Context: an optimization exercise on an open-source flow, tuned for small area. The choices shown serve that exercise and are no tape-out recipe. The RTL of this run was laid out without a check of its function. Power figures rest on the tool's default switching activity, not on a simulated workload.

===== design/flow/standard.sh =====
#!/bin/bash
# synth_recipe.tcl (not shown) runs the flow's synth.tcl, then flattens the netlist and writes it again
# the make line also repeats each setting of config.mk as NAME=value (left out here)
make -C /OpenROAD-flow-scripts/flow DESIGN_CONFIG=/design/flow/config.mk WORK_HOME=/design/flow/orfs CLKGATE_MAP_FILE= SYNTH_SCRIPT=/design/flow/synth_recipe.tcl "${@:-finish}"

===== design/flow/constraint.sdc =====
create_clock -name core_clock -period 6.0 [get_ports {clk}]
set_input_delay 1.2000 -clock core_clock [delete_from_list [all_inputs] [get_ports {clk}]]
set_output_delay 1.2000 -clock core_clock [all_outputs]
set_load 0.01 [all_outputs]

===== design/flow/flow/run.sh =====
#!/bin/bash
# Layout flow: the standard synthesis unchanged, then the standard ORFS
# steps, with the buffers and upsized gates that ABC leaves dropped before
# floorplanning (the resizer adds back what timing, slew and load need).
set -euo pipefail
W=$(pwd)
F=$W/flow
bash standard.sh synth > $W/synth.log 2>&1
bash standard.sh PRE_FLOORPLAN_TCL=$F/pre_floorplan.tcl REMOVE_ABC_BUFFERS=1 \
  finish > $W/layout.log 2>&1

===== design/flow/config.mk =====
export PLATFORM = sky130hd
export DESIGN_NAME = instr_mem
export DESIGN_NICKNAME = instr_mem
export VERILOG_FILES = /design/flow/design.v
export SDC_FILE = /design/flow/constraint.sdc
export NUM_CORES = 4
export LEC_CHECK = 0
export CAP_MARGIN = 20
export CORE_MARGIN = 2
export CORE_UTILIZATION = 40
export SETUP_SLACK_MARGIN = 0.2
export SLEW_MARGIN = 20
export SYNTH_HIERARCHICAL = 1

===== design/flow/flow/pre_floorplan.tcl =====
# Drop ABC's buffers and set every combinational gate to its smallest drive
# strength; later repair steps size up what timing needs.
remove_buffers
set lib_cells {}
foreach m [get_lib_cells *] { dict set lib_cells [get_name $m] 1 }
set n 0
foreach inst [get_cells *] {
  set master [get_property $inst ref_name]
  if {![regexp {^(sky130_fd_sc_hd__)([a-z0-9]+)_([0-9]+)$} $master -> pfx base drv]} { continue }
  if {[string match "df*" $base] || [string match "sdf*" $base] || [string match "edf*" $base] || [string match "conb" $base]} { continue }
  foreach d {0 1} {
    set cand ${pfx}${base}_$d
    if {$d >= $drv} { break }
    if {[dict exists $lib_cells $cand] && [lsearch $::env(DONT_USE_CELLS) $cand] < 0} {
      replace_cell $inst $cand
      incr n
      break
    }
  }
}
puts "pre_floorplan: downsized $n instances"

===== design/flow/design.v =====
package instr_mem_pkg;
  localparam int unsigned DATA_W = 16;
  localparam logic [DATA_W-1:0] NOP = 16'h0000;
  localparam int unsigned DEFAULT_PROGRAM_LEN = 8;
  localparam logic [DEFAULT_PROGRAM_LEN*DATA_W-1:0] DEFAULT_PROGRAM = {
    16'hF000, 16'h7E05, 16'h6000, 16'h5504,
    16'h4403, 16'h3312, 16'h1202, 16'h1101
  };
endpackage
module instr_mem (
  input  logic        clk,
  input  logic        rst_n,
  input  logic [15:0] pc,
  output logic [15:0] instruction,
  output logic        addr_fault,
  input  logic        we,
  input  logic [15:0] waddr,
  input  logic [15:0] wdata
);
  localparam int unsigned DEPTH  = 64;
  localparam int unsigned DATA_W = instr_mem_pkg::DATA_W;
  localparam int unsigned IMG_N  = instr_mem_pkg::DEFAULT_PROGRAM_LEN;
  logic [DEPTH*DATA_W-1:0] mem_q;    
  logic [DEPTH*DATA_W-1:0] mem_d;
  logic [DEPTH-1:0]        written_q;
  logic             w_in_range;
  logic [DEPTH-1:0] w_sel;     
  logic [DEPTH-1:0] w_hold;    
  assign w_in_range = (waddr[15:7] == 9'd0);
  always_comb begin
    for (int unsigned i = 0; i < DEPTH; i++) begin
      w_sel[i]  = we && w_in_range && (waddr[6:1] == 6'(i));
      w_hold[i] = !w_sel[i];
    end
  end
  for (genvar i = 0; i < DEPTH; i++) begin : g_word
    instr_mem_wsel #(.W(DATA_W)) u_wsel (
      .sel (w_sel[i]),
      .hold(w_hold[i]),
      .wd  (wdata),
      .q   (mem_q[i*DATA_W +: DATA_W]),
      .d   (mem_d[i*DATA_W +: DATA_W])
    );
  end
  always_ff @(posedge clk) begin
    mem_q <= mem_d;
  end
  always_ff @(posedge clk or negedge rst_n) begin
    if (!rst_n) written_q <= '0;
    else        written_q <= written_q | w_sel;
  end
  logic             r_in_range;
  logic [DEPTH-1:0] r_row;
  logic [DATA_W-1:0] rd_word;
  assign r_in_range = (pc[15:7] == 9'd0);
  always_comb begin
    rd_word = '0;
    for (int unsigned i = 0; i < DEPTH; i++) begin
      r_row[i] = r_in_range && (pc[6:1] == 6'(i));
      if (r_row[i] && written_q[i]) rd_word = rd_word | mem_q[i*DATA_W +: DATA_W];
      if (i < IMG_N) begin
        if (r_row[i] && !written_q[i])
          rd_word = rd_word | instr_mem_pkg::DEFAULT_PROGRAM[i*DATA_W +: DATA_W];
      end
    end
    instruction = rd_word;
    addr_fault  = pc[0] | ~r_in_range;
  end
endmodule
module instr_mem_wsel #(
  parameter int unsigned W = 16
) (
  input  logic         sel,
  input  logic         hold,
  input  logic [W-1:0] wd,
  input  logic [W-1:0] q,
  output logic [W-1:0] d
);
  assign d = ({W{sel}} & wd) | ({W{hold}} & q);
endmodule

==> impl_metrics.toml <==
[setup_path]
timing.critical_path.required_ns = 4.80
crit_path_end_kind = "output pin"
start_kind = "input pin"
path_class = "in -> out"
reg2reg_to = "written_q[2]$_DFF_PN0_"
ff2ff_setup_slack_ns = 5.13
worst-path-max-fanout = 8
worst-endpoint-arrival_ns = 4.65
critical_path.reg2reg.startpoint = "written_q[2]$_DFF_PN0_"
rr_worst_depth = 1
cp-endpoint = "instruction[12]"
worst_setup_path_startpoint = "pc[10]"

[sta]
whs_ns = 0.457
max_slew_margin_pct = 8.32
timing_hold_violations_final = 0
clock-skew-final_ns = 0
setup_viol = 0
least_margin_pin_slew_ns = 1.38
unrepaired_setup_endpoints_after_global_routing = "true"
totalNegativeSetupSlack_ns = 0
timing.fmax_mhz = 171
min_tclk_post_route_ns = 5.85
min_period_over_period_pct = 97.5
timing.final.max_slew_violations = 0

[clock_network]
clock-root-buffer = "sky130_fd_sc_hd__clkbuf_16"
clock_sinks = 1088
cts_max_level = 3
clock_latency_ns = 0.71
ctsHoldBuffers = 0
cts.reportedPaths.clkPinSlew_ns = 0.06
cts_made_buffers = 113
clock_tree_from_tritoncts = "built"
max_buffers_root_to_sink = 3

[global_route]
grt_util_all_layers_pct = 44.9
first_global_vias = 36300
initial_antenna_violation_count = 15
overflow = 0
grt_first_pass_wirelength_um = 308000
grt_start_max_net_pins = 65

[floorplanning]
standard_cell_rows = 114
start_util_pct = 40.2
floorplan.io_pins = 68
core_area_mm2 = 0.0963
die_area_mm2 = 0.0993
die_width_um = 315
die_boundary_height_um = 315

[drt]
via_per_inst = 7.49
antenna_violating_nets_post_route = 0
via_count = 40200
drt-pass1-iter-count = 9
drtIter0Drc = 7627
route.detailed.drc = 0
detail_route.wl_per_cell_um = 42.8
route.final.wire_length_um = 230000

[placed_design]
place.detailed.hpwl_um = 149000
port-buffer-count = 66
gp_congestion = 1.08

[layout]
layout-drive-gt1-share_pct = 22.2
flow.area_growth_from_synthesis_pct = 32.7
layout_filler_cell_count = 8356
layout.nets = 4034

[yosys]
number_of_warnings_reported_in_the_yosys_synthesis_log = 7
post_syn_area_mm2 = 0.0387
synthCells = 3231
post_synth.cell_area_avg_um2 = 12.0

[pwr]
ir_worst_vdd_v = 0.000232
power.density_cell_area_mw_per_mm2 = 294
p_leak_uw = 0.0213

[worst_hold_path]
worstHoldPathType = "reg -> reg"

[status]
result_of_the_run = "timing/DRC/antenna clean"

[run]
max_cap_violations = 0
## flip-flops by register name, summed over array words and instances (netlist names)
| signal | cells |
|---|---|
| written_q | 64 |
| mem_q | 1024 |
## layer usage
metal	GRT usage, %	vias to the layer above	part of all wire [%]
li1	-	15200	-
met1	55.8	19800	36
met2	59.9	4015	38
met3	21.3	1151	17
met4	32.9	14	9.8
met5	1.31	-	0.084
## placed cells by master (no fill, tap or decap), drive strengths merged, types with 69 or more instances in the layout
master / instances
nand3: 69
nand2: 130
a22o: 1118
clkbuf: 180
a221oi: 103
a22oi: 194
nor4: 70
nand4: 70
dfxtp: 1024
buf: 591
inv: 73
## layout make-up
type	count	area [um2]	share of cell area [%]
Tap cell	1276	1600	3.11
Antenna cell	11	27.5	0.0536
Clock inverter	38	470	0.916
Multi-Input combinational cell	2074	17300	33.6
Sequential cell	1088	22100	43.0
Inverter	69	259	0.504
Clock buffer	176	3460	6.73
Timing Repair Buffer	637	6180	12.0
## worst min path at each step
stage	slack, ns	startpoint	cells past startpoint	endpoint
final	0.46	written_q[62]$_DFF_PN0_	1	written_q[62]$_DFF_PN0_
after floorplan	0.41	written_q[48]$_DFF_PN0_	2	written_q[48]$_DFF_PN0_
after global placement	0.44	written_q[29]$_DFF_PN0_	2	written_q[29]$_DFF_PN0_
after detailed placement	0.44	written_q[56]$_DFF_PN0_	1	written_q[56]$_DFF_PN0_
after global routing	0.47	written_q[16]$_DFF_PN0_	1	written_q[16]$_DFF_PN0_
after CTS	0.46	written_q[62]$_DFF_PN0_	1	written_q[62]$_DFF_PN0_
## through the flow
| step | util [%] | total power (uW) | cells | area, um2 | setup slack (ns) |
|---|---|---|---|---|---|
| global placement | 48.0 | 7730 | 5102 | 46300 | -0.416 |
| floorplan | - | 7430 | 3231 | 38700 | 0.0568 |
| finish | 53.4 | 15100 | 5369 | 51400 | 0.152 |
| CTS | 53.0 | 15000 | 5336 | 51100 | 0.129 |
| global route | 53.3 | 15300 | 5358 | 51300 | 0.167 |
| detailed placement | 48.1 | 7730 | 5104 | 46300 | -0.420 |
## power by group
| part | switching, uW | total, uW | internal, uW |
|---|---|---|---|
| clock network | 3130 | 7480 | 4350 |
| registers | 3.31 | 7240 | 7230 |
| logic | 285 | 373 | 87.4 |
## worst max-delay path: stages
cell                              delay [ns]
sky130_fd_sc_hd__dlygate4sd2_1          0.28
sky130_fd_sc_hd__or4_4                  0.63
sky130_fd_sc_hd__buf_4                  0.19
sky130_fd_sc_hd__buf_4                  0.16
sky130_fd_sc_hd__nor4_2                 0.36
sky130_fd_sc_hd__buf_6                  0.27
sky130_fd_sc_hd__buf_4                  0.16
sky130_fd_sc_hd__a22oi_1                0.20
sky130_fd_sc_hd__nand4_1                0.17
sky130_fd_sc_hd__nor3_1                 0.08
sky130_fd_sc_hd__buf_4                  0.16
sky130_fd_sc_hd__nand2_2                0.12
sky130_fd_sc_hd__buf_4                  0.12
sky130_fd_sc_hd__clkdlybuf4s50_1        0.52
## what timing repair did
action,CTS,global route
pin swaps,36,13
buffers inserted,15,21
resized for setup,142,31
cloned,3,0
endpoints found under the setup margin,16,15

[port drivers added, routing unchanged]
Ports are ideal in the flow. The routed layout listed here was re-timed in OpenROAD.
Step 1: set_driving_cell puts a clkbuf_16 on clk and a buf_2 on each other input, an assumption about the parent block.
Step 2 adds t to the input delays and takes it off the output delays; t is the mean of the earliest and latest rising clock arrival at the registers after step 1. Input paths then give back, and output paths get back, about the clock's delay inside the block.
a / b / c = ideal / step 1 / step 2; a / b = the first two.
shift t [ns]: 0.803
slack for setup (ns): 0.152 / 0.127 / 0.127
hold slack, ns: 0.457 / 0.457 / 0.457
worst setup path at the end: input to output
clock arrival spread, ns: 0.039 / 0.040
After both steps setup and hold are still met in this run. The setup slack of this run moves by -0.025 ns with the drivers and by -0.025 ns with both steps.
